Source: an optimization exercise on an open RTL-to-GDS flow (aim: small area). Production flows keep margins and buffers that such runs may drop. At most, simulation tests tie the RTL to the original design; equivalence was not proved. Only the layout flow was run in runs 2 to 5; the RTL was not checked for function there. Power figures rest on the tool's default switching activity, not on a simulated workload.

### config.mk
export PLATFORM = sky130hd
export DESIGN_NAME = axis_lbus_seg_packer
export DESIGN_NICKNAME = axis_lbus_seg_packer
export VERILOG_FILES = /design/flow/design.v
export SDC_FILE = /design/flow/constraint.sdc
export NUM_CORES = 4
export LEC_CHECK = 0
export ABC_AREA = 1
export CAP_MARGIN = 20
export CORE_AREA = 4 4 556 216
export DIE_AREA = 0 0 560 220
export SLEW_MARGIN = 20
### constraint.sdc
create_clock -name core_clock -period 4.0 [get_ports {clk}]
set_input_delay 0.8000 -clock core_clock [delete_from_list [all_inputs] [get_ports {clk}]]
set_output_delay 0.8000 -clock core_clock [all_outputs]
set_load 0.01 [all_outputs]
### design.v
module axis_lbus_seg_packer #(
  parameter int NSEG      = 4,
  parameter int SEG_BYTES = 16
) (
  input  logic                      clk,
  input  logic                      rst_n,
  input  logic [NSEG*128-1:0]       s_axis_tdata,
  input  logic [NSEG*SEG_BYTES-1:0] s_axis_tkeep,
  input  logic                      s_axis_tlast,
  input  logic                      s_axis_tvalid,
  output logic                      s_axis_tready,
  output logic [NSEG*128-1:0]       lbus_data,
  output logic [NSEG-1:0]           lbus_ena,
  output logic [NSEG-1:0]           lbus_sop,
  output logic [NSEG-1:0]           lbus_eop,
  output logic [NSEG-1:0]           lbus_err,
  output logic [NSEG*4-1:0]         lbus_mty,
  input  logic                      lbus_rdy
);
  localparam int PW = NSEG*128 + NSEG*4 + 2;   
  logic [NSEG-1:0]   cv_ena;
  logic [NSEG*4-1:0] cv_mty;
  logic              any_en, cv_err;
  logic tready_q, skid_v_q, in_pkt_q, bad_pkt_q, out_pkt_q;
  logic [PW-1:0] cv_pay, skid_q, out_q, m_pay;
  logic          out_eop_q, out_err_q;
  assign any_en = |s_axis_tkeep;
  always_comb begin : convert
    cv_ena = '0;
    cv_mty = '0;
    for (int s = 0; s < NSEG; s++) begin
      cv_ena[s] = |s_axis_tkeep[SEG_BYTES*s +: SEG_BYTES];
      for (int b = SEG_BYTES-1; b >= 0; b--) begin
        if (s_axis_tkeep[SEG_BYTES*s + b]) cv_mty[4*s +: 4] = 4'(b);
      end
    end
    if (!any_en) begin
      cv_ena[0]   = s_axis_tlast;
      cv_mty[3:0] = {4{s_axis_tlast}};
    end
  end
  logic viol;
  always_comb begin : keep_check
    logic below, above;
    logic [NSEG-1:0] en;
    viol  = 1'b0;
    below = 1'b0;
    for (int s = 0; s < NSEG; s++) en[s] = |s_axis_tkeep[SEG_BYTES*s +: SEG_BYTES];
    for (int s = 0; s < NSEG; s++) begin
      above = 1'b0;
      for (int t = 0; t < NSEG; t++) if (t > s) above = above | en[t];
      if (en[s]) begin
        for (int b = 0; b < SEG_BYTES-1; b++)
          if (s_axis_tkeep[SEG_BYTES*s + b] && !s_axis_tkeep[SEG_BYTES*s + b + 1]) viol = 1'b1;
        if (!s_axis_tkeep[SEG_BYTES*s] && (above || !s_axis_tlast)) viol = 1'b1;
      end else begin
        if (below && above) viol = 1'b1;
        if (above && !below && in_pkt_q) viol = 1'b1;
        if (below && !above && !s_axis_tlast) viol = 1'b1;
      end
      below = below | en[s];
    end
  end
  assign cv_err = ~any_en | bad_pkt_q | viol;
  logic [NSEG-1:0] out_ena_q, skid_ena_q, m_ena;
  logic            out_v, adv, hold, push;
  logic            out_v2_q;   
  assign out_v = |out_ena_q;
  assign adv   = ~out_v | lbus_rdy;
  assign hold  = out_v2_q & ~lbus_rdy;
  assign push  = s_axis_tvalid & tready_q & (any_en | s_axis_tlast);
  assign m_ena = ({NSEG{s_axis_tvalid & tready_q}} & cv_ena) | ({NSEG{skid_v_q}} & skid_ena_q);
  always_ff @(posedge clk or negedge rst_n) begin
    if (!rst_n) begin
      out_ena_q <= '0;
      out_v2_q  <= 1'b0;
      skid_v_q  <= 1'b0;
      tready_q  <= 1'b0;
      in_pkt_q  <= 1'b0;
      bad_pkt_q <= 1'b0;
      out_pkt_q <= 1'b0;
    end else begin
      if (adv) out_ena_q <= m_ena;
      if (adv) out_v2_q  <= |m_ena;
      skid_v_q <= ~adv & (skid_v_q | push);
      tready_q <= ~(~adv & (skid_v_q | push));
      if (push) begin
        in_pkt_q  <= ~s_axis_tlast;
        bad_pkt_q <= ~s_axis_tlast & (bad_pkt_q | viol);
      end
      if (out_v & lbus_rdy) out_pkt_q <= ~out_eop_q;
    end
  end
  assign cv_pay = {cv_err, s_axis_tlast, cv_mty, s_axis_tdata};
  assign m_pay  = ({PW{tready_q}} & cv_pay) | ({PW{skid_v_q}} & skid_q);
  always_ff @(posedge clk) begin
    skid_ena_q <= m_ena;
    skid_q     <= m_pay;
    out_q      <= (m_pay & {PW{adv}}) | (out_q & {PW{hold}});
  end
  assign out_eop_q = out_q[PW-2];
  assign out_err_q = out_q[PW-1];
  logic [NSEG-1:0] lowest, highest;
  always_comb begin
    logic seen;
    seen = 1'b0;
    for (int s = 0; s < NSEG; s++) begin
      lowest[s] = out_ena_q[s] & ~seen;
      seen      = seen | out_ena_q[s];
    end
    seen = 1'b0;
    for (int s = NSEG-1; s >= 0; s--) begin
      highest[s] = out_ena_q[s] & ~seen;
      seen       = seen | out_ena_q[s];
    end
  end
  assign s_axis_tready = tready_q;
  assign lbus_data     = out_q[NSEG*128-1:0];
  assign lbus_mty      = out_q[NSEG*128 +: NSEG*4];
  assign lbus_ena      = out_ena_q;
  assign lbus_sop      = lowest & {NSEG{~out_pkt_q}};
  assign lbus_eop      = highest & {NSEG{out_eop_q}};
  assign lbus_err      = highest & {NSEG{out_eop_q & out_err_q}};
endmodule
### flow/run.sh
#!/bin/bash
# Standard layout, with the port buffers made of the smallest buffer cell and a clock tree
# of small clustered buffers without dummy loads.
set -euo pipefail
bash standard.sh "BUFFER_PORTS_ARGS=-buffer_cell sky130_fd_sc_hd__buf_1" REMOVE_ABC_BUFFERS=1 \
  "CTS_ARGS=-sink_clustering_enable -repair_clock_nets -sink_clustering_size 18 -sink_clustering_max_diameter 60 -buf_list sky130_fd_sc_hd__clkbuf_8 -dont_use_dummy_load" \
  finish > run_standard.log 2>&1
### standard.sh
#!/bin/bash
# synth_recipe.tcl (not shown) runs the flow's synth.tcl, then flattens the netlist and writes it again
# the make line also repeats each setting of config.mk as NAME=value (left out here)
make -C /OpenROAD-flow-scripts/flow DESIGN_CONFIG=/design/flow/config.mk WORK_HOME=/design/flow/orfs CLKGATE_MAP_FILE= SYNTH_SCRIPT=/design/flow/synth_recipe.tcl "${@:-finish}"
==> results by group, run 1 <==
STA
  – Worst clock skew: about 0.076 ns
  – Least-Margin Pin Slew: approximately 0.87 ns
  – Final period util: 0.719
  – Headroom to the max-slew limit: 0.419
  – Final setup violation count: 0
  – Slew Limit Fails: 0
  – Setup TNS: 0 ns
  – Post-route minimum period: 2.88 ns
  – PnR worst setup slack: approximately 1.1 ns
  – RSZ-0062 raised after global routing: no
  – Final Hold Vio Count: 0
  – Final hold slack: between 0.2 and 0.3 ns
  – Fmax: approximately 0.35 GHz

Placed design
  – Hpwl dp: between 100 and 150 mm
  – Pre-CTS setup slack: approximately 0.86 ns
  – Routability cong.: between 0.9 and 1
  – Placed inst area: a little under 0.04 sq mm
  – IO buf count: about 1,100

Run status
  – Status: finished clean

Die
  – Chip width: around 560 um
  – Initial Util: 0.290
  – Die height: approximately 220 um
  – Io pins: ~1,100
  – Core area: approximately 0.12 sq mm
  – Core Rows: a little under 80
  – Die ar.: around 0.12 sq mm

Power and ir drop
  – Net load switching power: 0.00916 W
  – Leakage: between 15 and 20 nW
  – Sequential Power Share: 0.542
  – Total internal power: 0.0173 W
  – Clock power frac: 0.194
  – Pwr dens: approximately 660 mW/mm^2
  – Maximum vdd ir drop: slightly below 0.0004 V
  – Gate power share: 0.264
  – Sw Share: 0.347

Logic synthesis
  – Cell area after synthesis: approximately 0.034 sq mm
  – Avg Inst Size Synth: 12.2 sq um
  – Synth warnings: 1
  – Cells after synthesis: roughly 2,800
  – Post-synth cell types: 38
  – Synth Register Bits: between 1,000 and 1,500
  – Area leader, netlist: dfxtp_1
  – Ranking of synthesized cells by area: dfxtp_1 64%, a22o_1 27%, clkbuf_1 1.8%, nand2_1 1.5%, buf_2 0.96%
  – Register area share after synthesis: 0.643
  – Top cell type's share of synthesized area: 0.636

Critical path
  – Crit path kind: reg -> out
  – Worst Reg-to-Reg Cells: 7
  – Worst setup path start: tready_q
  – Setup crit end kind: primary output
  – Reg2reg end: out_q[216]
  – R2R setup slack: 1.45 ns
  – Critical Path RT: roughly 3.2 ns
  – Worst reg2reg path startpoint: out_ena_q[3]
  – Crit-path max FO: roughly 130
  – Crit start category: register
  – Arr. time, crit path: between 2 and 2.5 ns
  – Setup crit end: s_axis_tready

Min path
  – Worst min-delay path category: in -> reg
  – Worst hold start: s_axis_tdata[328]

Clock network
  – CTS H-Tree Depth: 3
  – Setup bufs post-CTS: 0
  – Clock sinks: around 1,100
  – TritonCTS clock tree: yes
  – TritonCTS Buffers: 73
  – Clock-pin slew on the worst setup and hold paths: between 0.1 and 0.15 ns
  – Clk root buf: clkbuf_8
  – Post_cts resized: 0
  – Clock latency on the worst-skew pair: 0.74 ns
  – CTS Buffer Depth: 3

Layout
  – Most common cell after layout, fill and taps aside: buf_1
  – Most frequent cells in the layout: 1,125 x buf_1, 1,064 x dfxtp_1, 1,035 x a22o_1
  – Area Growth Syn to Fin: 20.3%
  – Share of layout cells above drive strength 1: 0.0442
  – NumNets Final: ~4,300
  – Post-route cell area: ~0.040 sq mm

Drt
  – DRT iter0 DRCs: ~3,000
  – Total routed wirelength: around 150 mm
  – Drt wl/cell: between 20 and 30 um
  – # DRC: 0
  – Vias: ~28,000
  – Antenna Nets Post-Route: 0
  – Drt via density: 5.21
  – First-pass DRT Iterations: 5

Flow run
  – Max cap viols: 0

GRT
  – Global Route Usage Sum: 0.224
  – Initial antenna violation count: 43
  – Vias in the first global route: 25,564
  – Largest net degree at the start of global routing: between 100 and 150
  – First-pass GRT wire length: around 200 mm
  – Grt total ovfl: 0
-- per-layer routing --
metal / part of all wire / up-vias / track usage
met5: 0.00058 / - / 0
met4: 0.028 / 14 / 0.0665
met3: 0.085 / 254 / 0.0689
met2: 0.44 / 1199 / 0.328
met1: 0.45 / 13979 / 0.316
li1: - / 12290 / -
-- synth_stat cells (all sizes together) --
master and n:
a211oi 3, nand4 6, nor3 10, o221ai 1, a31oi 3, o22ai 2
dfrtp 10, a21boi 1, a22o 1035, a21oi 27, or2 1, inv 93
a32o 2, o31ai 3, dfxtp 1064, a21o 1, o21ai 41, nand3 9
clkbuf 157, nor4 2, o21bai 5, nor2 57, nand2 143, buf 77
-- power by group through the flow --
stage | Combinational (W) | Sequential (W) | Clock, W
4_1_cts | 0.00695 | 0.0143 | 0.00527
3_3_place_gp | 0.00685 | 0.0145 | 0
2_1_floorplan | 0.00348 | 0.0151 | 0
6_report | 0.00697 | 0.0143 | 0.00514
3_5_place_dp | 0.00691 | 0.0145 | 0
5_1_grt | 0.00737 | 0.0145 | 0.00566
-- through the flow --
step,total power (W),std cells,utilization
floorplan,0.0186,2519,-
global placement,0.0213,5221,0.340
detailed placement,0.0214,5221,0.340
CTS,0.0265,5295,0.348
global route,0.0276,5308,0.349
finish,0.0264,5323,0.349
-- worst min path at each step --
stage,to,slack (ns),cells past startpoint
6_report,skid_q[328],0.29,2
5_1_grt,skid_q[503],0.21,2
4_1_cts,skid_q[486],0.20,2
3_5_place_dp,skid_q[524],0.44,2
3_3_place_gp,skid_q[516],0.44,2
2_1_floorplan,skid_q[512],0.42,2
-- cells by family (layout without fill, tap and decap cells) --
group,after synthesis,in the layout,share of synthesized area
AO/OA/AOI/OAI,1124,1124,0.285
flip-flops,1074,1074,0.643
buffers and inverters,327,1329,0.0392
AND/OR/NAND/NOR,228,228,0.0323
other,0,28,0
-- flip-flops by register name (all words and copies together), names as in the netlist --
signal      cells
out_pkt_q       1
out_q         530
bad_pkt_q       1
skid_v_q        1
skid_ena_q      4
out_ena_q       4
out_v2_q        1
in_pkt_q        1
tready_q        1
skid_q        530
-- critical path, cell delays in order (launching register included) --
cell and delay, ns:
dfrtp_4 0.52, buf_12 0.40, buf_1 0.22
-- cell type report --
cell class                      count  area, sq um
Inverter                           93          359
Antenna cell                       28         70.1
Timing Repair Buffer             1163         4740
Multi-Input combinational cell   1352        10700
Fill cell                       11640        75200
Clock buffer                       73         1000
Tap cell                         1540         1930
Sequential cell                  1074        21600
-- what timing repair did --
action | in CTS | in global routing
setup endpoints to repair | 0 | 0
hold endpoints to repair | 10 | 0
hold buffers | 1 | 0
==> run 2: changes to the inputs <==
--- a/design.v
+++ b/design.v
@@ -63,17 +63,14 @@
   end
   assign cv_err = ~any_en | bad_pkt_q | viol;
   logic [NSEG-1:0] out_ena_q, skid_ena_q, m_ena;
-  logic            out_v, adv, hold, push;
-  logic            out_v2_q;   
+  logic            out_v, adv, push;
   assign out_v = |out_ena_q;
   assign adv   = ~out_v | lbus_rdy;
-  assign hold  = out_v2_q & ~lbus_rdy;
   assign push  = s_axis_tvalid & tready_q & (any_en | s_axis_tlast);
   assign m_ena = ({NSEG{s_axis_tvalid & tready_q}} & cv_ena) | ({NSEG{skid_v_q}} & skid_ena_q);
   always_ff @(posedge clk or negedge rst_n) begin
     if (!rst_n) begin
       out_ena_q <= '0;
-      out_v2_q  <= 1'b0;
       skid_v_q  <= 1'b0;
       tready_q  <= 1'b0;
       in_pkt_q  <= 1'b0;
@@ -81,7 +78,6 @@
       out_pkt_q <= 1'b0;
     end else begin
       if (adv) out_ena_q <= m_ena;
-      if (adv) out_v2_q  <= |m_ena;
       skid_v_q <= ~adv & (skid_v_q | push);
       tready_q <= ~(~adv & (skid_v_q | push));
       if (push) begin
@@ -96,7 +92,7 @@
   always_ff @(posedge clk) begin
     skid_ena_q <= m_ena;
     skid_q     <= m_pay;
-    out_q      <= (m_pay & {PW{adv}}) | (out_q & {PW{hold}});
+    if (adv) out_q <= m_pay;
   end
   assign out_eop_q = out_q[PW-2];
   assign out_err_q = out_q[PW-1];
==> run.sh (new file) <==
#!/bin/bash
# synth_recipe.tcl (not shown) runs the flow's synth.tcl, then flattens the netlist and writes it again
# the make line also repeats each setting of config.mk as NAME=value (left out here)
make -C /OpenROAD-flow-scripts/flow DESIGN_CONFIG=/design/flow/config.mk WORK_HOME=/design/flow/orfs CLKGATE_MAP_FILE= SYNTH_SCRIPT=/design/flow/synth_recipe.tcl finish
--- a/config.mk
+++ b/config.mk
@@ -7,6 +7,6 @@
 export LEC_CHECK = 0
 export ABC_AREA = 1
 export CAP_MARGIN = 20
-export CORE_AREA = 4 4 556 216
-export DIE_AREA = 0 0 560 220
+export CORE_MARGIN = 2
+export CORE_UTILIZATION = 60
 export SLEW_MARGIN = 20
removed: flow/run.sh
removed: standard.sh
==> results by group, run 2 <==
Run status
  – Status: did not finish (was finished clean)
  – Stopping stage: I/O pin placement
  – Tool Error: [ERROR PPL-0024] Number of IO pins (1126) exceeds maximum number of available positions (866). Increase the die perimeter from 961.84um to 1531.36um.

Logic synthesis
  – Synth warnings: 1 (unchanged)
  – Ranking of synthesized cells by area: edfxtp_1 47%, dfxtp_1 32%, a22o_1 13%, nand2_1 1.3%, clkbuf_1 1.2% (was dfxtp_1 64%, a22o_1 27%, clkbuf_1 1.8%, nand2_1 1.5%, buf_2 0.96%)
  – Mux share of post-synthesis cell area: 0 (unchanged)
  – Ys async rst share: 0.00839 (was 0.00931)
  – Cell area after synthesis: 0.0335 sq mm (about the same)
  – Register area share after synthesis: 0.800 (was 0.643)
  – Cells after synthesis: 2,081 (was 2,753)
  – Largest family of logic cells by synthesized area: compound AO/OA/AOI/OAI gates (unchanged)
  – XOR/XNOR Fraction of Synth Area: 0 (unchanged)
  – Number of synthesized flops with an enable pin: 530 (was 0)
  – Avg Inst Size Synth: 16.1 sq um (was 12.2 sq um)
  – Post-synthesis compound-gate area fraction: 0.149 (was 0.285)
  – Top cell type's share of synthesized area: 0.474 (was 0.636)
  – Area share of fa/ha/maj cells after synthesis: 0 (unchanged)
  – Primary FF master, synth: dfxtp_1 (unchanged)
  – Count leader, synth: dfxtp_1 (unchanged)
  – Synth Register Bits: 1,073 (was 1,074)
  – Post-synth cell types: 35 (was 38)
  – Area leader, netlist: edfxtp_1 (was dfxtp_1)
  – Post-Synth Simple-Gate Area: 0.0282 (was 0.0323)
  – Top cells by count, synth: 534 x dfxtp_1, 530 x edfxtp_1, 514 x a22o_1 (was 1,064 x dfxtp_1, 1,035 x a22o_1, 157 x clkbuf_1)

Die
  – Core Rows: 86 (was 77)
  – Die height: 240 um (was 220 um)
  – Chip width: 240 um (was 560 um)
  – Initial Util: 0.608 (was 0.290)
-- run 2: changes by cell type after synthesis, moves of 5 or more --
| cell | previous run | this run |
|---|---|---|
| edfxtp_1 | 0 | 530 |
| inv_1 | 80 | 69 |
| buf_2 | 64 | 4 |
| nand2_1 | 138 | 116 |
| a22o_1 | 1035 | 514 |
| buf_1 | 12 | 7 |
| dfxtp_1 | 1064 | 534 |
| inv_2 | 12 | 19 |
| clkbuf_1 | 157 | 106 |
-- run 2: logic make-up after synthesis --
family	Yosys count
buf+inv	206
flops	1073
simple gates	199
compound gates	603
==> run 3: changes to the inputs <==
--- a/config.mk
+++ b/config.mk
@@ -5,8 +5,7 @@
 export SDC_FILE = /design/flow/constraint.sdc
 export NUM_CORES = 4
 export LEC_CHECK = 0
-export ABC_AREA = 1
 export CAP_MARGIN = 20
 export CORE_MARGIN = 2
-export CORE_UTILIZATION = 60
+export CORE_UTILIZATION = 40
 export SLEW_MARGIN = 20
==> results by group, run 3 <==
Run status
  – Status: did not finish (unchanged)
  – Stopping stage: I/O pin placement (unchanged)
  – Tool Error: [ERROR PPL-0024] Number of IO pins (1126) exceeds maximum number of available positions (1054). Increase the die perimeter from 1171.00um to 1531.36um. (was [ERROR PPL-0024] Number of IO pins (1126) exceeds maximum number of available positions (866). Increase the die perimeter from 961.84um to 1531.36um.)

Logic synthesis
  – Cell area after synthesis: 0.0334 sq mm (was 0.0335 sq mm)
  – Area leader, netlist: edfxtp_1 (unchanged)
  – Cells after synthesis: 1,971 (was 2,081)
  – Primary FF master, synth: dfxtp_1 (unchanged)
  – Top cell type's share of synthesized area: 0.477 (was 0.474)
  – Post-synth cell types: 54 (was 35)
  – Top cells by count, synth: 534 x dfxtp_1, 530 x edfxtp_1, 516 x a22o_1 (was 534 x dfxtp_1, 530 x edfxtp_1, 514 x a22o_1)
  – Avg Inst Size Synth: 16.9 sq um (was 16.1 sq um)
  – Ys async rst share: 0.00839 (unchanged)
  – Register area share after synthesis: 0.805 (was 0.800)
  – Count leader, synth: dfxtp_1 (unchanged)
  – Synth warnings: 1 (unchanged)
  – Number of synthesized flops with an enable pin: 530 (unchanged)
  – Synth Register Bits: 1,073 (unchanged)
  – Ranking of synthesized cells by area: edfxtp_1 48%, dfxtp_1 32%, a22o_1 14%, clkbuf_1 1.3%, dfrtp_1 0.68% (was edfxtp_1 47%, dfxtp_1 32%, a22o_1 13%, nand2_1 1.3%, clkbuf_1 1.2%)

Die
  – Core Rows: 105 (was 86)
  – Die height: 293 um (was 240 um)
  – Initial Util: 0.405 (was 0.608)
  – Chip width: 293 um (was 240 um)
-- run 3: kinds of logic after synthesis --
group,count (synthesis),synth area share
multiplexers,5,0.00176
buffers and inverters,148,0.0169
flip-flops,1073,0.805
AO/OA/AOI/OAI,621,0.157
AND/OR/NAND/NOR,124,0.0197
==> run 4: changes to the inputs <==
--- a/config.mk
+++ b/config.mk
@@ -5,7 +5,8 @@
 export SDC_FILE = /design/flow/constraint.sdc
 export NUM_CORES = 4
 export LEC_CHECK = 0
+export ABC_AREA = 1
 export CAP_MARGIN = 20
-export CORE_MARGIN = 2
-export CORE_UTILIZATION = 40
+export CORE_AREA = 4 4 386 386
+export DIE_AREA = 0 0 390 390
 export SLEW_MARGIN = 20
==> results by group, run 4 <==
Run status
  – Status: finished clean (was did not finish)

STA
  – Setup TNS: 0 ns
  – Fmax: ~0.32 GHz
  – Final setup violation count: 0
  – Post-route minimum period: roughly 3.2 ns
  – RSZ-0062 raised after global routing: no
  – Headroom to the max-slew limit: 0.278
  – Final Hold Vio Count: 0
  – Slew Limit Fails: 0
  – Worst clock skew: roughly 0.073 ns
  – Final period util: 0.789
  – Least-Margin Pin Slew: 1.08 ns

Critical path
  – Worst Reg-to-Reg Cells: 5
  – Setup crit end: lbus_err[1]
  – Worst setup path start: out_ena_q[3]
  – CP max stage cell: clkdlybuf4s50_1
  – WP buf/inv: 2
  – Crit-path leading delay family: buffers and inverters
  – R2R setup slack: around 1.6 ns
  – Ordered list of cells on the worst path: nor2_1 > inv_1 > nor3_1 > clkdlybuf4s50_1
  – Arr. time, crit path: ~2.4 ns
  – Crit path depth: 4
  – Setup crit end kind: primary output
  – Crit-path max FO: 7
  – Crit path kind: reg -> out
  – Crit start category: register
  – CP max stage delay: 0.58 ns
  – Critical Path RT: ~3.2 ns
  – Worst reg2reg path startpoint: out_ena_q[0]
  – Reg2reg end: out_q[382]

Logic synthesis
  – Ranking of synthesized cells by area: edfxtp_1 47%, dfxtp_1 32%, a22o_1 13%, nand2_1 1.3%, clkbuf_1 1.2% (was edfxtp_1 48%, dfxtp_1 32%, a22o_1 14%, clkbuf_1 1.3%, dfrtp_1 0.68%)
  – Top cell type's share of synthesized area: 0.474 (was 0.477)
  – Post-synth cell types: 35 (was 54)
  – Register area share after synthesis: 0.800 (was 0.805)
  – Ys async rst share: 0.00839 (unchanged)
  – Cell area after synthesis: 0.0335 sq mm (was 0.0334 sq mm)
  – Synth warnings: 1 (unchanged)
  – Cells after synthesis: 2,081 (was 1,971)
  – Count leader, synth: dfxtp_1 (unchanged)
  – Number of synthesized flops with an enable pin: 530 (unchanged)
  – Primary FF master, synth: dfxtp_1 (unchanged)
  – Area leader, netlist: edfxtp_1 (unchanged)
  – Avg Inst Size Synth: 16.1 sq um (was 16.9 sq um)
  – Top cells by count, synth: 534 x dfxtp_1, 530 x edfxtp_1, 514 x a22o_1 (was 534 x dfxtp_1, 530 x edfxtp_1, 516 x a22o_1)
  – Synth Register Bits: 1,073 (unchanged)

Layout
  – Most frequent cells in the layout: 1,125 x clkdlybuf4s50_1, 534 x dfxtp_1, 530 x edfxtp_1
  – NumNets Final: 3,824
  – Largest regs: out_q (530), skid_q (530)
  – Share of layout cells above drive strength 1: 0.0840
  – Fillers: 13,780
  – Area Growth Syn to Fin: 53.0%
  – Most common cell after layout, fill and taps aside: clkdlybuf4s50_1

Clock network
  – CTS Buffer Depth: 3
  – CTS H-Tree Depth: 3
  – Clock sinks: between 1,000 and 1,500
  – Clock-pin slew on the worst setup and hold paths: ~0.060 ns
  – TritonCTS Buffers: between 100 and 150
  – Post_cts resized: 0
  – Clk root buf: clkbuf_16
  – Setup bufs post-CTS: 0
  – Clock latency on the worst-skew pair: 0.73 ns
  – Hold buffers post-CTS: 0
  – TritonCTS clock tree: yes

GRT
  – Largest net degree at the start of global routing: around 170
  – Vias in the first global route: between 20,000 and 25,000
  – Initial antenna violation count: 78
  – Grt total ovfl: 0
  – Global Route Usage Sum: 0.163
  – First-pass GRT wire length: between 150 and 200 mm

Die
  – Core area: 0.144 sq mm
  – Chip width: 390 um (was 293 um)
  – Die ar.: 0.152 sq mm
  – Initial Util: 0.232 (was 0.405)
  – Core Rows: 139 (was 105)
  – Io pins: between 1,000 and 1,500
  – Die height: 390 um (was 293 um)

Power and ir drop
  – Pwr dens: 675 mW/mm^2
  – Leakage: 19.3 nW
  – Power Total: 0.0346 W
  – Maximum vdd ir drop: ~0.00042 V

Drt
  – Vias: roughly 22,000
  – Drt wl/cell: between 20 and 25 um
  – DRT iter0 DRCs: between 1,000 and 1,500
  – Total routed wirelength: ~130 mm
  – Antenna Nets Post-Route: 0
  – First-pass DRT Iterations: 5
  – Drt via density: about 4.3
  – # DRC: 0

Min path
  – Worst min-delay path category: reg -> reg

Placed design
  – IO buf count: about 1,100
  – Routability cong.: between 0.8 and 0.9
  – Hpwl dp: ~98 mm

Flow run
  – Max cap viols: 0
## run 4: changes by cell type after synthesis, sizes merged, moves of 6 or more
cell | before | now
nand2 | 32 | 122
inv | 27 | 88
nor2 | 33 | 56
o21ai | 24 | 42
nor4 | 17 | 4
and2 | 9 | 0
clkbuf | 114 | 106
o31ai | 12 | 4
a21oi | 23 | 29
## run 4: worst min-delay path by stage
stage | from | end | cells after the start
5_1_grt | rst_n | out_pkt_q | 1
6_report | skid_q[522] | skid_q[522] | 2
4_1_cts | rst_n | out_pkt_q | 1
3_5_place_dp | skid_q[520] | skid_q[520] | 2
3_3_place_gp | skid_q[524] | skid_q[524] | 2
2_1_floorplan | skid_q[512] | skid_q[512] | 2
## run 4: power by group
part	switching (W)	internal [W]	total, W	leakage, nW
Clock	0.00453	0.00668	0.0112	1.98
Combinational	0.00398	0.00380	0.00779	7.44
Sequential	0.000906	0.0147	0.0156	9.93
## run 4: worst register-to-register path: cells and delay by family (launching register included)
| kind | cells | cell delay [ns] |
|---|---|---|
| AO/OA/AOI/OAI | 1 | 0.19 |
| buffers and inverters | 3 | 1.11 |
| AND/OR/NAND/NOR | 1 | 0.17 |
| flip-flops | 1 | 0.65 |
## run 4: cell families (layout without fill, tap and decap cells)
group | count (synthesis) | in the layout | share of synthesized area
AO/OA/AOI/OAI | 603 | 603 | 0.149
buffers and inverters | 206 | 1470 | 0.0232
flip-flops | 1073 | 1073 | 0.800
other | 0 | 21 | 0
AND/OR/NAND/NOR | 199 | 199 | 0.0282
## run 4: layout make-up
class,instances,area [sq um],share of cell area
antenna,21,52.6,0.00102
sequential,1073,26800,0.523
clock buffer,173,3400,0.0662
multi-input combinational,802,5940,0.116
inverter,89,360,0.00702
timing repair buffer,1162,11700,0.227
tap,1903,2380,0.0464
clock inverter,46,693,0.0135
## run 4: stage by stage
| stage | area, sq um | util | worst slack [ns] | std cells | hold WS [ns] |
|---|---|---|---|---|---|
| floorplan | 33600 | - | 0.556 | 2081 | 0.418 |
| global placement | 47200 | 0.327 | 0.897 | 5029 | 0.434 |
| detailed placement | 47200 | 0.327 | 0.944 | 5029 | 0.436 |
| CTS | 51300 | 0.355 | 0.733 | 5248 | 0.408 |
| global route | 51300 | 0.356 | 0.616 | 5264 | 0.453 |
| finish | 51300 | 0.356 | 0.845 | 5269 | 0.457 |
## run 4: routing by layer
metal	vias to the layer above	wire, um	GRT usage
met3	258	13200	0.0742
met4	6	3680	0.0525
met5	-	41	0
met2	936	66200	0.284
met1	10974	46900	0.175
li1	10276	-	-
==> run 5: changes to the inputs <==
==> flow/run.sh (new file) <==
#!/bin/bash
# Standard layout, with the port buffers made of the smallest buffer cell.
set -euo pipefail
bash standard.sh "BUFFER_PORTS_ARGS=-buffer_cell sky130_fd_sc_hd__buf_1" finish > run_standard.log 2>&1
==> standard.sh (new file) <==
#!/bin/bash
# synth_recipe.tcl (not shown) runs the flow's synth.tcl, then flattens the netlist and writes it again
# the make line also repeats each setting of config.mk as NAME=value (left out here)
make -C /OpenROAD-flow-scripts/flow DESIGN_CONFIG=/design/flow/config.mk WORK_HOME=/design/flow/orfs CLKGATE_MAP_FILE= SYNTH_SCRIPT=/design/flow/synth_recipe.tcl "${@:-finish}"
removed: run.sh
==> results by group, run 5 <==
Logic synthesis
  – Synth Register Bits: 1,073 (unchanged)
  – Cells after synthesis: 2,081 (unchanged)
  – Avg Inst Size Synth: 16.1 sq um (unchanged)
  – Post-synth cell types: 35 (unchanged)
  – Count leader, synth: dfxtp_1 (unchanged)
  – Top cell type's share of synthesized area: 0.474 (unchanged)
  – Synth warnings: 1 (unchanged)
  – Number of synthesized flops with an enable pin: 530 (unchanged)
  – Cell area after synthesis: 0.0335 sq mm (unchanged)
  – Ranking of synthesized cells by area: edfxtp_1 47%, dfxtp_1 32%, a22o_1 13%, nand2_1 1.3%, clkbuf_1 1.2% (unchanged)
  – Register area share after synthesis: 0.800 (unchanged)
  – Top cells by count, synth: 534 x dfxtp_1, 530 x edfxtp_1, 514 x a22o_1 (unchanged)
  – Area leader, netlist: edfxtp_1 (unchanged)
  – Ys async rst share: 0.00839 (unchanged)
  – Primary FF master, synth: dfxtp_1 (unchanged)

Die
  – Initial Util: 0.232 (unchanged)
  – Io pins: 1,126 (unchanged)
  – Die height: 390 um (unchanged)
  – Core Rows: 139 (unchanged)
  – Chip width: 390 um (unchanged)
  – Core area: 0.144 sq mm (unchanged)
  – Die ar.: 0.152 sq mm (unchanged)

Clock network
  – Setup bufs post-CTS: 0 (unchanged)
  – Clock-pin slew on the worst setup and hold paths: 0.06 ns (about the same)
  – CTS Buffer Depth: 3 (unchanged)
  – TritonCTS clock tree: yes (unchanged)
  – Post_cts resized: 0 (unchanged)
  – CTS H-Tree Depth: 3 (unchanged)
  – Clock latency on the worst-skew pair: 0.72 ns (was 0.73 ns)
  – TritonCTS Buffers: 112 (was 115)
  – Hold buffers post-CTS: 0 (unchanged)
  – Clk root buf: clkbuf_16 (unchanged)
  – Clock sinks: 1,073 (unchanged)

STA
  – Setup TNS: 0 ns (unchanged)
  – Slew Limit Fails: 0 (unchanged)
  – Least-Margin Pin Slew: 1.14 ns (was 1.08 ns)
  – RSZ-0062 raised after global routing: no (unchanged)
  – Worst clock skew: 0.0545 ns (was 0.0729 ns)
  – Final Hold Vio Count: 0 (unchanged)
  – Final setup violation count: 0 (unchanged)
  – Post-route minimum period: 2.74 ns (was 3.16 ns)
  – Headroom to the max-slew limit: 0.241 (was 0.278)
  – Final period util: 0.684 (was 0.789)
  – Fmax: 0.365 GHz (was 0.317 GHz)
  – PnR worst setup slack: 1.26 ns (was 0.845 ns)

Drt
  – First-pass DRT Iterations: 7 (was 5)
  – Drt wl/cell: 23.8 um (was 24.7 um)
  – # DRC: 0 (unchanged)
  – Drt via density: 4.27 (was 4.26)
  – Antenna Nets Post-Route: 0 (unchanged)
  – DRT iter0 DRCs: 1,262 (was 1,487)
  – Total routed wirelength: 125 mm (was 130 mm)
  – Vias: 22,510 (was 22,450)

Placed design
  – Hpwl dp: 94.2 mm (was 97.9 mm)
  – Placed inst area: 0.0402 sq mm (was 0.0472 sq mm)
  – Routability cong.: 0.876 (was 0.867)
  – IO buf count: 1,125 (unchanged)
  – Pre-CTS setup slack: 1.32 ns (was 0.944 ns)

Critical path
  – Crit path kind: reg -> out (unchanged)
  – Arr. time, crit path: 1.94 ns (was 2.36 ns)
  – Critical Path RT: 3.20 ns (about the same)
  – Crit start category: register (unchanged)
  – Setup crit end kind: primary output (unchanged)
  – Worst reg2reg path startpoint: out_ena_q[0] (unchanged)
  – Crit-path max FO: 7 (unchanged)
  – Worst setup path start: out_ena_q[3] (unchanged)
  – Worst Reg-to-Reg Cells: 5 (unchanged)

Layout
  – Most frequent cells in the layout: 1,125 x buf_1, 534 x dfxtp_1, 530 x edfxtp_1 (was 1,125 x clkdlybuf4s50_1, 534 x dfxtp_1, 530 x edfxtp_1)
  – Largest regs: out_q (530), skid_q (530) (unchanged)
  – Area Growth Syn to Fin: 31.4% (was 53.0%)
  – Post-route cell area: 0.0441 sq mm (was 0.0513 sq mm)
  – Most common cell after layout, fill and taps aside: buf_1 (was clkdlybuf4s50_1)
  – Final core occ: 0.305 (was 0.356)
  – NumNets Final: 3,823 (was 3,824)
  – Share of layout cells above drive strength 1: 0.0826 (was 0.0840)

Min path
  – Worst min-delay path category: in -> async (was reg -> reg)

GRT
  – Initial antenna violation count: 58 (was 78)
  – Global Route Usage Sum: 0.156 (was 0.163)
  – First-pass GRT wire length: 170 mm (was 177 mm)
  – Largest net degree at the start of global routing: 169 (was 166)
  – Vias in the first global route: 22,725 (was 22,722)
  – Grt total ovfl: 0 (unchanged)

Power and ir drop
  – Maximum vdd ir drop: 0.000419 V (was 0.000421 V)
  – Pwr dens: 728 mW/mm^2 (was 675 mW/mm^2)
  – Leakage: 16.2 nW (was 19.3 nW)

Run status
  – Status: finished clean (unchanged)

Flow run
  – Max cap viols: 0 (unchanged)
[run 5: power breakdown]
group | internal, W | total [W] | switching, W
registers | 0.0147 | 0.0158 | 0.00105
clock network | 0.00604 | 0.0106 | 0.00451
logic | 0.00179 | 0.00574 | 0.00395
[run 5: routing by layer]
metal | up-vias | share of wire | global-route usage
met5 | - | 0.00011 | 0
met4 | 2 | 0.033 | 0.0496
met3 | 239 | 0.090 | 0.0590
met2 | 992 | 0.50 | 0.267
met1 | 11007 | 0.38 | 0.179
li1 | 10270 | - | -
[run 5: final timing paths]
kind | to | slack (ns)
hold reg to reg | skid_q[512] | 0.45
setup / recovery | lbus_err[1] | 1.26
max in group asynchronous | skid_v_q | 3.17
min in group core_clock | skid_q[375] | 0.32
setup reg to reg | out_q[224] | 1.47
hold / removal | in_pkt_q | 0.19
[run 5: cell families (layout without fill, tap and decap cells)]
logic type      after synthesis  after routing  share of synthesized area
compound gates              603            603                      0.149
buf+inv                     206           1467                     0.0232
flops                      1073           1073                      0.800
other cells                   0             21                          0
simple gates                199            199                     0.0282
[run 5: final cells by class]
class,count,area [sq um]
clock inverter,51,612
fill,14594,100000
multi-input combinational,802,5940
clock buffer,163,3210
tap,1903,2380
timing repair buffer,1164,4700
sequential,1073,26800
inverter,89,360
antenna,21,52.6
[run 5: critical path, cell delays in order (launching register included)]
cell	delay, ns
dfrtp_1	0.47
nor2_1	0.27
inv_1	0.09
nor3_1	0.20
buf_1	0.19
[run 5: through the flow]
stage               cells  hold WS (ns)  power [W]
finish               5266         0.189     0.0321
global route         5261         0.135     0.0336
CTS                  5244        0.0866     0.0325
detailed placement   5030         0.438     0.0218
global placement     5030         0.433     0.0217
floorplan            2081         0.418     0.0187
==> run 6: changes to the inputs <==
--- a/design.v
+++ b/design.v
@@ -63,14 +63,17 @@
   end
   assign cv_err = ~any_en | bad_pkt_q | viol;
   logic [NSEG-1:0] out_ena_q, skid_ena_q, m_ena;
-  logic            out_v, adv, push;
+  logic            out_v, adv, hold, push;
+  logic            out_v2_q;   
   assign out_v = |out_ena_q;
   assign adv   = ~out_v | lbus_rdy;
+  assign hold  = out_v2_q & ~lbus_rdy;
   assign push  = s_axis_tvalid & tready_q & (any_en | s_axis_tlast);
   assign m_ena = ({NSEG{s_axis_tvalid & tready_q}} & cv_ena) | ({NSEG{skid_v_q}} & skid_ena_q);
   always_ff @(posedge clk or negedge rst_n) begin
     if (!rst_n) begin
       out_ena_q <= '0;
+      out_v2_q  <= 1'b0;
       skid_v_q  <= 1'b0;
       tready_q  <= 1'b0;
       in_pkt_q  <= 1'b0;
@@ -78,6 +81,7 @@
       out_pkt_q <= 1'b0;
     end else begin
       if (adv) out_ena_q <= m_ena;
+      if (adv) out_v2_q  <= |m_ena;
       skid_v_q <= ~adv & (skid_v_q | push);
       tready_q <= ~(~adv & (skid_v_q | push));
       if (push) begin
@@ -92,7 +96,7 @@
   always_ff @(posedge clk) begin
     skid_ena_q <= m_ena;
     skid_q     <= m_pay;
-    if (adv) out_q <= m_pay;
+    out_q      <= (m_pay & {PW{adv}}) | (out_q & {PW{hold}});
   end
   assign out_eop_q = out_q[PW-2];
   assign out_err_q = out_q[PW-1];
==> results by group, run 6 <==
Die
  – Die ar.: 0.152 sq mm (unchanged)
  – Io pins: 1,126 (unchanged)
  – Core Rows: 139 (unchanged)
  – Initial Util: 0.232 (about the same)
  – Core area: 0.144 sq mm (unchanged)
  – Die height: 390 um (unchanged)
  – Chip width: 390 um (unchanged)

STA
  – Slew Limit Fails: 0 (unchanged)
  – Final setup violation count: 0 (unchanged)
  – Least-Margin Pin Slew: 1.05 ns (was 1.14 ns)
  – Final Hold Vio Count: 0 (unchanged)
  – Setup TNS: 0 ns (unchanged)
  – Post-route minimum period: 2.93 ns (was 2.74 ns)
  – Headroom to the max-slew limit: 0.298 (was 0.241)
  – Worst clock skew: 0.0370 ns (was 0.0545 ns)
  – Final period util: 0.733 (was 0.684)
  – RSZ-0062 raised after global routing: no (unchanged)
  – Final hold slack: 0.104 ns (was 0.189 ns)
  – Fmax: 0.341 GHz (was 0.365 GHz)

Clock network
  – Clock latency on the worst-skew pair: 0.72 ns (about the same)
  – TritonCTS clock tree: yes (unchanged)
  – Post_cts resized: 0 (unchanged)
  – CTS Buffer Depth: 3 (unchanged)
  – Clk root buf: clkbuf_16 (unchanged)
  – Clock-pin slew on the worst setup and hold paths: 0.06 ns (about the same)
  – Clock sinks: 1,074 (was 1,073)
  – Setup bufs post-CTS: 0 (unchanged)
  – TritonCTS Buffers: 113 (was 112)
  – CTS H-Tree Depth: 3 (unchanged)
  – Hold buffers post-CTS: 0 (unchanged)

Drt
  – Drt via density: 4.62 (was 4.27)
  – First-pass DRT Iterations: 6 (was 7)
  – Vias: 26,861 (was 22,510)
  – Antenna Nets Post-Route: 0 (unchanged)
  – DRT iter0 DRCs: 1,517 (was 1,262)
  – Total routed wirelength: 136 mm (was 125 mm)
  – # DRC: 0 (unchanged)
  – Drt wl/cell: 23.4 um (was 23.8 um)

Logic synthesis
  – Ranking of synthesized cells by area: dfxtp_1 64%, a22o_1 27%, clkbuf_1 1.8%, nand2_1 1.5%, buf_2 0.96% (was edfxtp_1 47%, dfxtp_1 32%, a22o_1 13%, nand2_1 1.3%, clkbuf_1 1.2%)
  – Primary FF master, synth: dfxtp_1 (unchanged)
  – Ys async rst share: 0.00931 (was 0.00839)
  – Number of synthesized flops with an enable pin: 0 (was 530)
  – Top cells by count, synth: 1,064 x dfxtp_1, 1,035 x a22o_1, 157 x clkbuf_1 (was 534 x dfxtp_1, 530 x edfxtp_1, 514 x a22o_1)
  – Count leader, synth: dfxtp_1 (unchanged)
  – Synth warnings: 1 (unchanged)
  – Avg Inst Size Synth: 12.2 sq um (was 16.1 sq um)
  – Synth Register Bits: 1,074 (was 1,073)
  – Cell area after synthesis: 0.0335 sq mm (about the same)
  – Register area share after synthesis: 0.643 (was 0.800)
  – Cells after synthesis: 2,753 (was 2,081)
  – Top cell type's share of synthesized area: 0.636 (was 0.474)
  – Post-synth cell types: 38 (was 35)
  – Area leader, netlist: dfxtp_1 (was edfxtp_1)

Layout
  – Most common cell after layout, fill and taps aside: buf_1 (unchanged)
  – NumNets Final: 4,387 (was 3,823)
  – Share of layout cells above drive strength 1: 0.0762 (was 0.0826)
  – Most frequent cells in the layout: 1,125 x buf_1, 1,064 x dfxtp_1, 1,035 x a22o_1 (was 1,125 x buf_1, 534 x dfxtp_1, 530 x edfxtp_1)
  – Largest regs: out_q (530), skid_q (530) (unchanged)
  – Area Growth Syn to Fin: 30.5% (was 31.4%)

GRT
  – Largest net degree at the start of global routing: 139 (was 169)
  – Grt total ovfl: 0 (unchanged)
  – Initial antenna violation count: 73 (was 58)
  – First-pass GRT wire length: 189 mm (was 170 mm)
  – Global Route Usage Sum: 0.167 (was 0.156)
  – Vias in the first global route: 26,209 (was 22,725)

Placed design
  – Hpwl dp: 100 mm (was 94.2 mm)
  – IO buf count: 1,125 (unchanged)
  – Routability cong.: 0.890 (was 0.876)

Critical path
  – Critical Path RT: 3.20 ns (about the same)
  – Crit-path max FO: 5 (was 7)
  – Crit path kind: reg -> out (unchanged)
  – Worst reg2reg path startpoint: out_ena_q[3] (was out_ena_q[0])
  – Arr. time, crit path: 2.13 ns (was 1.94 ns)
  – Setup crit end kind: primary output (unchanged)
  – Reg2reg end: out_q[366] (was out_q[224])
  – R2R setup slack: 1.32 ns (was 1.47 ns)
  – Crit start category: register (unchanged)
  – Worst Reg-to-Reg Cells: 7 (was 5)

Power and ir drop
  – Total internal power: 0.0220 W (was 0.0226 W)
  – Maximum vdd ir drop: 0.000436 V (was 0.000419 V)
  – Clock power frac: 0.344 (was 0.329)
  – Net load switching power: 0.00985 W (was 0.00951 W)
  – Sequential Power Share: 0.448 (was 0.492)
  – Gate power share: 0.208 (was 0.179)
  – Leakage: 17.8 nW (was 16.2 nW)
  – Sw Share: 0.309 (was 0.296)
  – Pwr dens: 729 mW/mm^2 (was 728 mW/mm^2)

Run status
  – Status: finished clean (unchanged)

Min path
  – Worst min-delay path category: in -> async (unchanged)

Flow run
  – Max cap viols: 0 (unchanged)
[run 6: changes by cell type after synthesis, sizes merged, moves of 2 or more]
| cell | delta |
|---|---|
| dfxtp | +530 |
| edfxtp | -530 |
| a22o | +521 |
| buf | +66 |
| clkbuf | +51 |
| nand2 | +21 |
| inv | +5 |
| nand3 | +5 |
| a21oi | -2 |
| nand4 | +2 |
| nor4 | -2 |
| o21bai | +2 |
[run 6: power groups by stage]
| stage | Sequential (W) | Combinational (W) | Clock (W) |
|---|---|---|---|
| after floorplan | 0.0149 | 0.00317 | 0 |
| after global placement | 0.0144 | 0.00665 | 0 |
| after detailed placement | 0.0144 | 0.00671 | 0 |
| after CTS | 0.0143 | 0.00674 | 0.0113 |
| after global routing | 0.0145 | 0.00722 | 0.0117 |
| final | 0.0143 | 0.00663 | 0.0110 |
[run 6: worst max path at each step]
stage               startpoint           to  cells past startpoint
2_1_floorplan  s_axis_tkeep[3]   out_q[529]                     16
3_3_place_gp          lbus_rdy   out_q[331]                      5
3_5_place_dp          lbus_rdy   out_q[310]                      5
4_1_cts           out_ena_q[0]  lbus_sop[3]                      4
5_1_grt           out_ena_q[0]  lbus_sop[3]                      4
6_report          out_ena_q[0]  lbus_sop[3]                      4
[run 6: cell type report]
class / count / area (sq um)
Clock inverter: 54 / 652
Sequential cell: 1074 / 21600
Clock buffer: 155 / 3280
Tap cell: 1903 / 2380
Antenna cell: 17 / 42.5
Inverter: 93 / 359
Multi-Input combinational cell: 1352 / 10700
Timing Repair Buffer: 1172 / 4800
Fill cell: 14843 / 101000
[run 6: cell families after synthesis]
family          count (synthesis)  synth area share
simple gates                  228            0.0323
buf+inv                       327            0.0392
flops                        1074             0.643
compound gates               1124             0.285
[run 6: stage by stage]
stage                     setup WS (ns)  power [W]  cell area (sq um)  cells   util
final                              1.07     0.0319              43700   5820  0.303
after global routing              0.981     0.0334              43700   5815  0.303
after CTS                          1.02     0.0323              43700   5803  0.303
after detailed placement           1.12     0.0212              39800   5594  0.275
after global placement             1.20     0.0211              39800   5594  0.275
after floorplan                    1.82     0.0180              33500   2753      -
[run 6: critical path, stage by stage (launching register included)]
cell and delay (ns):
dfrtp_1 0.46, nor2_1 0.11, inv_1 0.08, nor4_1 0.53
buf_1 0.26
[run 6: layer usage]
metal	GRT usage	routed length (um)	vias to the layer above
met3	0.0701	13400	256
met2	0.279	64900	1133
li1	-	-	12511
met5	0	0	-
met4	0.0502	4040	0
met1	0.196	53600	12961
==> run 7: changes to the inputs <==
--- a/config.mk
+++ b/config.mk
@@ -8,5 +8,8 @@
 export ABC_AREA = 1
 export CAP_MARGIN = 20
 export CORE_AREA = 4 4 386 386
+export CTS_BUF_LIST = sky130_fd_sc_hd__clkbuf_8 sky130_fd_sc_hd__clkbuf_16
+export CTS_CLUSTER_DIAMETER = 60
+export CTS_CLUSTER_SIZE = 20
 export DIE_AREA = 0 0 390 390
 export SLEW_MARGIN = 20
==> results by group, run 7 <==
Run status
  – Status: finished clean (unchanged)

STA
  – PnR worst setup slack: 1.07 ns (about the same)
  – Headroom to the max-slew limit: 0.282 (was 0.298)
  – Post-route minimum period: 2.93 ns (about the same)
  – Final setup violation count: 0 (unchanged)
  – Least-Margin Pin Slew: 1.08 ns (was 1.05 ns)
  – Slew Limit Fails: 0 (unchanged)
  – RSZ-0062 raised after global routing: no (unchanged)
  – Setup TNS: 0 ns (unchanged)
  – Fmax: 0.341 GHz (about the same)
  – Worst clock skew: 0.0342 ns (was 0.0370 ns)
  – Final period util: 0.734 (was 0.733)
  – Final Hold Vio Count: 0 (unchanged)

Logic synthesis
  – Primary FF master, synth: dfxtp_1 (unchanged)
  – Cells after synthesis: 2,753 (unchanged)
  – Avg Inst Size Synth: 12.2 sq um (unchanged)
  – Largest family of logic cells by synthesized area: compound AO/OA/AOI/OAI gates (unchanged)
  – Ys async rst share: 0.00931 (unchanged)
  – XOR/XNOR Fraction of Synth Area: 0 (unchanged)
  – Area share of fa/ha/maj cells after synthesis: 0 (unchanged)
  – Number of synthesized flops with an enable pin: 0 (unchanged)
  – Post-synthesis compound-gate area fraction: 0.285 (unchanged)
  – Cell area after synthesis: 0.0335 sq mm (unchanged)
  – Top cell type's share of synthesized area: 0.636 (unchanged)
  – Ranking of synthesized cells by area: dfxtp_1 64%, a22o_1 27%, clkbuf_1 1.8%, nand2_1 1.5%, buf_2 0.96% (unchanged)
  – Synth Register Bits: 1,074 (unchanged)
  – Top cells by count, synth: 1,064 x dfxtp_1, 1,035 x a22o_1, 157 x clkbuf_1 (unchanged)
  – Post-synth cell types: 38 (unchanged)
  – Mux share of post-synthesis cell area: 0 (unchanged)
  – Count leader, synth: dfxtp_1 (unchanged)
  – Synth warnings: 1 (unchanged)
  – Post-Synth Simple-Gate Area: 0.0323 (unchanged)
  – Area leader, netlist: dfxtp_1 (unchanged)
  – Register area share after synthesis: 0.643 (unchanged)

GRT
  – Met2 Use GR: 0.278 (was 0.279)
  – Vias in the first global route: 25,995 (was 26,209)
  – Initial antenna violation count: 72 (was 73)
  – Grt total ovfl: 0 (unchanged)
  – GRT met3 Usage: 0.0684 (was 0.0701)
  – Largest net degree at the start of global routing: 139 (unchanged)
  – Routing usage on met1: 0.192 (was 0.196)
  – First-pass GRT wire length: 188 mm (was 189 mm)
  – GR peak layer: met2 (unchanged)
  – Global Route Usage Sum: 0.166 (was 0.167)

Clock network
  – CTS Buffer Depth: 3 (unchanged)
  – Hold buffers post-CTS: 0 (unchanged)
  – TritonCTS clock tree: yes (unchanged)
  – Post_cts resized: 0 (unchanged)
  – Clock latency on the worst-skew pair: 0.70 ns (was 0.72 ns)
  – Setup bufs post-CTS: 0 (unchanged)
  – CTS H-Tree Depth: 3 (unchanged)
  – Clk root buf: clkbuf_16 (unchanged)
  – TritonCTS Buffers: 92 (was 113)
  – Clock sinks: 1,074 (unchanged)
  – Clock-pin slew on the worst setup and hold paths: 0.08 ns (was 0.06 ns)

Critical path
  – Crit path depth: 4 (unchanged)
  – Worst reg2reg path startpoint: out_ena_q[3] (unchanged)
  – Ordered list of cells on the worst path: nor2_1 > inv_1 > nor4_1 > buf_1 (unchanged)
  – Worst setup path start: out_ena_q[0] (unchanged)
  – Crit-path max FO: 5 (unchanged)
  – Crit-path leading delay family: simple AND/OR/NAND/NOR gates (unchanged)
  – Worst Reg-to-Reg Cells: 7 (unchanged)
  – Crit path kind: reg -> out (unchanged)
  – Arr. time, crit path: 2.13 ns (about the same)
  – Crit start category: register (unchanged)
  – Setup crit end kind: primary output (unchanged)
  – WP buf/inv: 2 (unchanged)
  – CP max stage cell: nor4_1 (unchanged)
  – CP max stage delay: 0.52 ns (was 0.53 ns)
  – Critical Path RT: 3.20 ns (about the same)

Layout
  – Area Growth Syn to Fin: 28.8% (was 30.5%)
  – NumNets Final: 4,366 (was 4,387)
  – Fillers: 14,857 (was 14,843)
  – Share of layout cells above drive strength 1: 0.0697 (was 0.0762)
  – Most frequent cells in the layout: 1,125 x buf_1, 1,064 x dfxtp_1, 1,035 x a22o_1 (unchanged)
  – Largest regs: out_q (530), skid_q (530) (unchanged)
  – Most common cell after layout, fill and taps aside: buf_1 (unchanged)

Drt
  – Total routed wirelength: 135 mm (was 136 mm)
  – # DRC: 0 (unchanged)
  – Vias: 26,780 (was 26,861)
  – Antenna Nets Post-Route: 0 (unchanged)
  – DRT iter0 DRCs: 1,494 (was 1,517)
  – First-pass DRT Iterations: 5 (was 6)
  – Drt wl/cell: 23.3 um (was 23.4 um)
  – Drt via density: 4.63 (was 4.62)

Die
  – Initial Util: 0.232 (unchanged)
  – Die ar.: 0.152 sq mm (unchanged)
  – Chip width: 390 um (unchanged)
  – Core area: 0.144 sq mm (unchanged)
  – Die height: 390 um (unchanged)
  – Core Rows: 139 (unchanged)
  – Io pins: 1,126 (unchanged)

Power and ir drop
  – Gate power share: 0.216 (was 0.208)
  – Total internal power: 0.0206 W (was 0.0220 W)
  – Net load switching power: 0.0101 W (was 0.00985 W)
  – Maximum vdd ir drop: 0.000351 V (was 0.000436 V)
  – Sequential Power Share: 0.465 (was 0.448)
  – Pwr dens: 711 mW/mm^2 (was 729 mW/mm^2)
  – Leakage: 17.5 nW (was 17.8 nW)
  – Sw Share: 0.328 (was 0.309)
  – Clock power frac: 0.319 (was 0.344)

Flow run
  – Max cap viols: 0 (unchanged)

Placed design
  – IO buf count: 1,125 (unchanged)
  – Routability cong.: 0.890 (unchanged)
  – Pre-CTS setup slack: 1.12 ns (unchanged)
  – Hpwl dp: 100 mm (unchanged)

Min path
  – Worst min-delay path category: in -> async (unchanged)
-- run 7: routing by layer --
layer  part of all wire  wire length, um  vias to the layer above
met2               0.48            64500                     1095
met5                  0                0                        -
li1                   -                -                    12466
met3               0.10            13900                      281
met1               0.39            52300                    12938
met4              0.031             4120                        0
-- run 7: logic make-up (layout without fill, tap and decap cells) --
kind of cell,count (synthesis),after routing
flops,1074,1074
simple gates,228,228
compound gates,1124,1124
other cells,0,15
buf+inv,327,1435
-- run 7: worst reg2reg max path: stages (launching register included) --
cell,delay [ns]
dfrtp_1,0.46
nor2_1,0.19
inv_1,0.11
nor2_1,0.20
nor2_1,0.16
inv_8,0.63
buf_4,0.66
a22o_1,0.23
-- run 7: worst paths after layout --
kind	end	slack, ns
worst min-delay path	out_pkt_q	0.1
worst max-delay path	lbus_sop[3]	1.07
worst min register to register	out_q[520]	0.45
max in group asynchronous	tready_q	3.39
worst max register to register	out_q[310]	1.32
min in group core_clock	skid_q[60]	0.34
-- run 7: power groups by stage --
stage	combinational (W)	clock [W]	sequential, W
2_1_floorplan	0.00317	0	0.0149
3_3_place_gp	0.00665	0	0.0144
6_report	0.00662	0.00980	0.0143
3_5_place_dp	0.00671	0	0.0144
4_1_cts	0.00673	0.0101	0.0142
5_1_grt	0.00722	0.0104	0.0145
-- run 7: final cells by class --
cell class | count | area [sq um] | area share
inverters | 93 | 359 | 0.00832
repair buffers | 1172 | 4800 | 0.111
clock buffers | 102 | 2460 | 0.0571
clock inverters | 68 | 895 | 0.0207
multi-input cells | 1352 | 10700 | 0.247
diodes | 15 | 37.5 | 0.000870
well taps | 1903 | 2380 | 0.0552
flip-flops and latches | 1074 | 21600 | 0.500
-- run 7: metrics by stage --
step / hold slack [ns] / area, sq um / total power (W) / util / instances
floorplan: 0.422 / 33500 / 0.0180 / - / 2753
global placement: 0.436 / 39800 / 0.0211 / 0.275 / 5594
detailed placement: 0.436 / 39800 / 0.0212 / 0.275 / 5594
CTS: 0.0205 / 43100 / 0.0311 / 0.299 / 5764
global route: 0.0714 / 43100 / 0.0322 / 0.299 / 5773
finish: 0.0988 / 43100 / 0.0307 / 0.299 / 5779
==> run 8: changes to the inputs <==
--- a/config.mk
+++ b/config.mk
@@ -8,8 +8,8 @@
 export ABC_AREA = 1
 export CAP_MARGIN = 20
 export CORE_AREA = 4 4 386 386
-export CTS_BUF_LIST = sky130_fd_sc_hd__clkbuf_8 sky130_fd_sc_hd__clkbuf_16
-export CTS_CLUSTER_DIAMETER = 60
-export CTS_CLUSTER_SIZE = 20
+export CTS_BUF_LIST = sky130_fd_sc_hd__clkbuf_4 sky130_fd_sc_hd__clkbuf_8
+export CTS_CLUSTER_DIAMETER = 50
+export CTS_CLUSTER_SIZE = 16
 export DIE_AREA = 0 0 390 390
 export SLEW_MARGIN = 20
==> results by group, run 8 <==
Logic synthesis
  – Number of synthesized flops with an enable pin: 0 (unchanged)
  – Ranking of synthesized cells by area: dfxtp_1 64%, a22o_1 27%, clkbuf_1 1.8%, nand2_1 1.5%, buf_2 0.96% (unchanged)
  – Cell area after synthesis: 0.0335 sq mm (unchanged)
  – Primary FF master, synth: dfxtp_1 (unchanged)
  – Post-synth cell types: 38 (unchanged)
  – Cells after synthesis: 2,753 (unchanged)
  – Ys async rst share: 0.00931 (unchanged)
  – Count leader, synth: dfxtp_1 (unchanged)
  – Synth Register Bits: 1,074 (unchanged)
  – Top cell type's share of synthesized area: 0.636 (unchanged)
  – Register area share after synthesis: 0.643 (unchanged)
  – Top cells by count, synth: 1,064 x dfxtp_1, 1,035 x a22o_1, 157 x clkbuf_1 (unchanged)
  – Area leader, netlist: dfxtp_1 (unchanged)
  – Synth warnings: 1 (unchanged)
  – Avg Inst Size Synth: 12.2 sq um (unchanged)

STA
  – Final period util: 0.772 (was 0.734)
  – Slew Limit Fails: 0 (unchanged)
  – Headroom to the max-slew limit: 0.281 (was 0.282)
  – Setup TNS: 0 ns (unchanged)
  – Post-route minimum period: 3.09 ns (was 2.93 ns)
  – Worst clock skew: 0.0595 ns (was 0.0342 ns)
  – Final setup violation count: 0 (unchanged)
  – RSZ-0062 raised after global routing: no (unchanged)
  – Final Hold Vio Count: 0 (unchanged)
  – Fmax: 0.324 GHz (was 0.341 GHz)
  – Least-Margin Pin Slew: 1.08 ns (about the same)

Die
  – Core Rows: 139 (unchanged)
  – Core area: 0.144 sq mm (unchanged)
  – Die ar.: 0.152 sq mm (unchanged)
  – Io pins: 1,126 (unchanged)
  – Initial Util: 0.232 (unchanged)
  – Chip width: 390 um (unchanged)
  – Die height: 390 um (unchanged)

Layout
  – Largest regs: out_q (530), skid_q (530) (unchanged)
  – Area Growth Syn to Fin: 26.9% (was 28.8%)
  – Share of layout cells above drive strength 1: 0.0795 (was 0.0697)
  – Most common cell after layout, fill and taps aside: buf_1 (unchanged)
  – NumNets Final: 4,386 (was 4,366)
  – Most frequent cells in the layout: 1,125 x buf_1, 1,064 x dfxtp_1, 1,035 x a22o_1 (unchanged)
  – Final core occ: 0.295 (was 0.299)

Critical path
  – Setup crit end: lbus_sop[3] (unchanged)
  – Reg2reg end: out_q[366] (was out_q[310])
  – Crit-path max FO: 6 (was 5)
  – Arr. time, crit path: 2.29 ns (was 2.13 ns)
  – Critical Path RT: 3.20 ns (about the same)
  – R2R setup slack: 1.22 ns (was 1.32 ns)
  – Setup crit end kind: primary output (unchanged)
  – Crit start category: register (unchanged)
  – Crit path kind: reg -> out (unchanged)
  – Worst setup path start: out_ena_q[3] (was out_ena_q[0])
  – Worst Reg-to-Reg Cells: 7 (unchanged)
  – Worst reg2reg path startpoint: out_ena_q[3] (unchanged)

GRT
  – Vias in the first global route: 26,096 (was 25,995)
  – Initial antenna violation count: 74 (was 72)
  – Grt total ovfl: 0 (unchanged)
  – Global Route Usage Sum: 0.166 (about the same)
  – First-pass GRT wire length: 188 mm (about the same)
  – Largest net degree at the start of global routing: 139 (unchanged)

Placed design
  – Routability cong.: 0.890 (unchanged)
  – IO buf count: 1,125 (unchanged)
  – Hpwl dp: 100 mm (unchanged)

Drt
  – DRT iter0 DRCs: 1,482 (was 1,494)
  – Drt wl/cell: 23.2 um (was 23.3 um)
  – # DRC: 0 (unchanged)
  – Antenna Nets Post-Route: 0 (unchanged)
  – Met3 WL: 13.8 mm (was 13.9 mm)
  – Metal-1 WL: 52.7 mm (was 52.3 mm)
  – First-pass DRT Iterations: 6 (was 5)
  – Total routed wirelength: 135 mm (about the same)
  – Vias: 26,911 (was 26,780)
  – Met2 WL: 64.1 mm (was 64.5 mm)
  – Highest Signal Layer: met4 (unchanged)
  – Drt via density: 4.62 (was 4.63)

Power and ir drop
  – Leakage: 17.2 nW (was 17.5 nW)
  – Maximum vdd ir drop: 0.000353 V (was 0.000351 V)
  – Pwr dens: 686 mW/mm^2 (was 711 mW/mm^2)

Clock network
  – CTS Buffer Depth: 3 (unchanged)
  – Clock-pin slew on the worst setup and hold paths: 0.10 ns (was 0.08 ns)
  – Clock sinks: 1,074 (unchanged)
  – TritonCTS clock tree: yes (unchanged)
  – Clk root buf: clkbuf_8 (was clkbuf_16)
  – CTS H-Tree Depth: 3 (unchanged)
  – Clock latency on the worst-skew pair: 0.83 ns (was 0.70 ns)
  – TritonCTS Buffers: 111 (was 92)

Min path
  – Worst min-delay path category: in -> reg (was in -> async)

Run status
  – Status: finished clean (unchanged)

Flow run
  – Max cap viols: 0 (unchanged)
[run 8: cell counts after synthesis]
Identical to the previous run, type by type.
[run 8: what timing repair did]
action	CTS	global route
gates resized for setup	0	0
setup buffers	0	0
hold buffers	1	0
hold endpoints to repair	10	0
[run 8: logic make-up after synthesis]
kind of cell,count (synthesis),share of synthesized area
simple gates,228,0.0323
buf+inv,327,0.0392
compound gates,1124,0.285
flops,1074,0.643
[run 8: final cells by class]
class | instances | area [sq um]
diodes | 22 | 55.1
clock inverters | 80 | 1010
multi-input cells | 1352 | 10700
repair buffers | 1173 | 4810
well taps | 1903 | 2380
fillers | 14958 | 102000
inverters | 93 | 359
clock buffers | 127 | 1700
flip-flops and latches | 1074 | 21600
[run 8: metrics by stage]
step | setup slack (ns) | power (W) | instances | area, sq um | hold WS, ns
after CTS | 0.824 | 0.0296 | 5802 | 42500 | 0.0565
after global placement | 1.20 | 0.0211 | 5594 | 39800 | 0.436
after global routing | 0.787 | 0.0307 | 5816 | 42500 | 0.0885
final | 0.911 | 0.0292 | 5824 | 42500 | 0.222
after detailed placement | 1.12 | 0.0212 | 5594 | 39800 | 0.436
after floorplan | 1.82 | 0.0180 | 2753 | 33500 | 0.422
[run 8: worst max-delay path: stages (launching register included)]
cell	delay (ns)
dfrtp_1	0.49
inv_1	0.12
nor4_1	0.60
buf_1	0.26
[run 8: worst min path at each step]
stage                        to              start  depth (start not counted)  slack (ns)
floorplan           skid_q[512]        skid_q[512]                          2        0.42
global placement    skid_q[524]        skid_q[524]                          2        0.44
detailed placement  skid_q[520]        skid_q[520]                          2        0.44
CTS                 skid_q[208]  s_axis_tdata[208]                          2        0.06
global route        skid_q[360]  s_axis_tdata[360]                          2        0.09
finish              skid_q[208]  s_axis_tdata[208]                          2        0.22
[run 8: power breakdown]
group	internal, W	total, W	switching [W]	leakage, nW
sequential	0.0131	0.0143	0.00117	9.06
clock	0.00382	0.00831	0.00449	1.35
combinational	0.00256	0.00662	0.00406	6.79
[run 8: per-layer routing]
| metal | up-vias | track usage |
|---|---|---|
| met4 | 0 | 0.0493 |
| met3 | 298 | 0.0705 |
| met5 | - | 0 |
| met2 | 1153 | 0.277 |
| li1 | 12494 | - |
| met1 | 12966 | 0.194 |

[afterwards: timing with drivers on the ports]
Ports are ideal in the flow. The routed layouts listed here were re-timed in OpenROAD.
Step 1 (the two cells are an assumption about what drives the block):
set clk [get_ports {clk}]
set_driving_cell -lib_cell sky130_fd_sc_hd__clkbuf_16 $clk
set_driving_cell -lib_cell sky130_fd_sc_hd__buf_2 [delete_from_list [all_inputs] $clk]
Step 2 moves the port delays by t, midway between the first and last clock arrival at a register: inputs arrive t later, outputs are due t later. That takes back most of the time a late clock gives input paths.
Slacks: ideal / step 1 / step 2; pairs: ideal / step 1.
| run | t, ns | slack for setup (ns) | worst setup path after step 2 |
|---|---|---|---|
| run 1 | 0.756 | 1.123 / 1.075 / 0.652 | input to register |
| run 4 | 0.775 | 0.845 / 0.765 / 0.904 | input to register |
| run 5 | 0.768 | 1.264 / 1.189 / 1.180 | input to register |
| run 6 | 0.778 | 1.069 / 0.990 / 1.069 | input to register |
| run 7 | 0.766 | 1.066 / 0.987 / 1.136 | input to register |
| run 8 | 0.875 | 0.911 / 0.834 / 1.050 | input to register |
After both steps setup and hold are still met in every run listed. For run 1, which loses most, drivers alone change the setup slack by -0.048 ns; drivers and shift together by -0.471 ns.
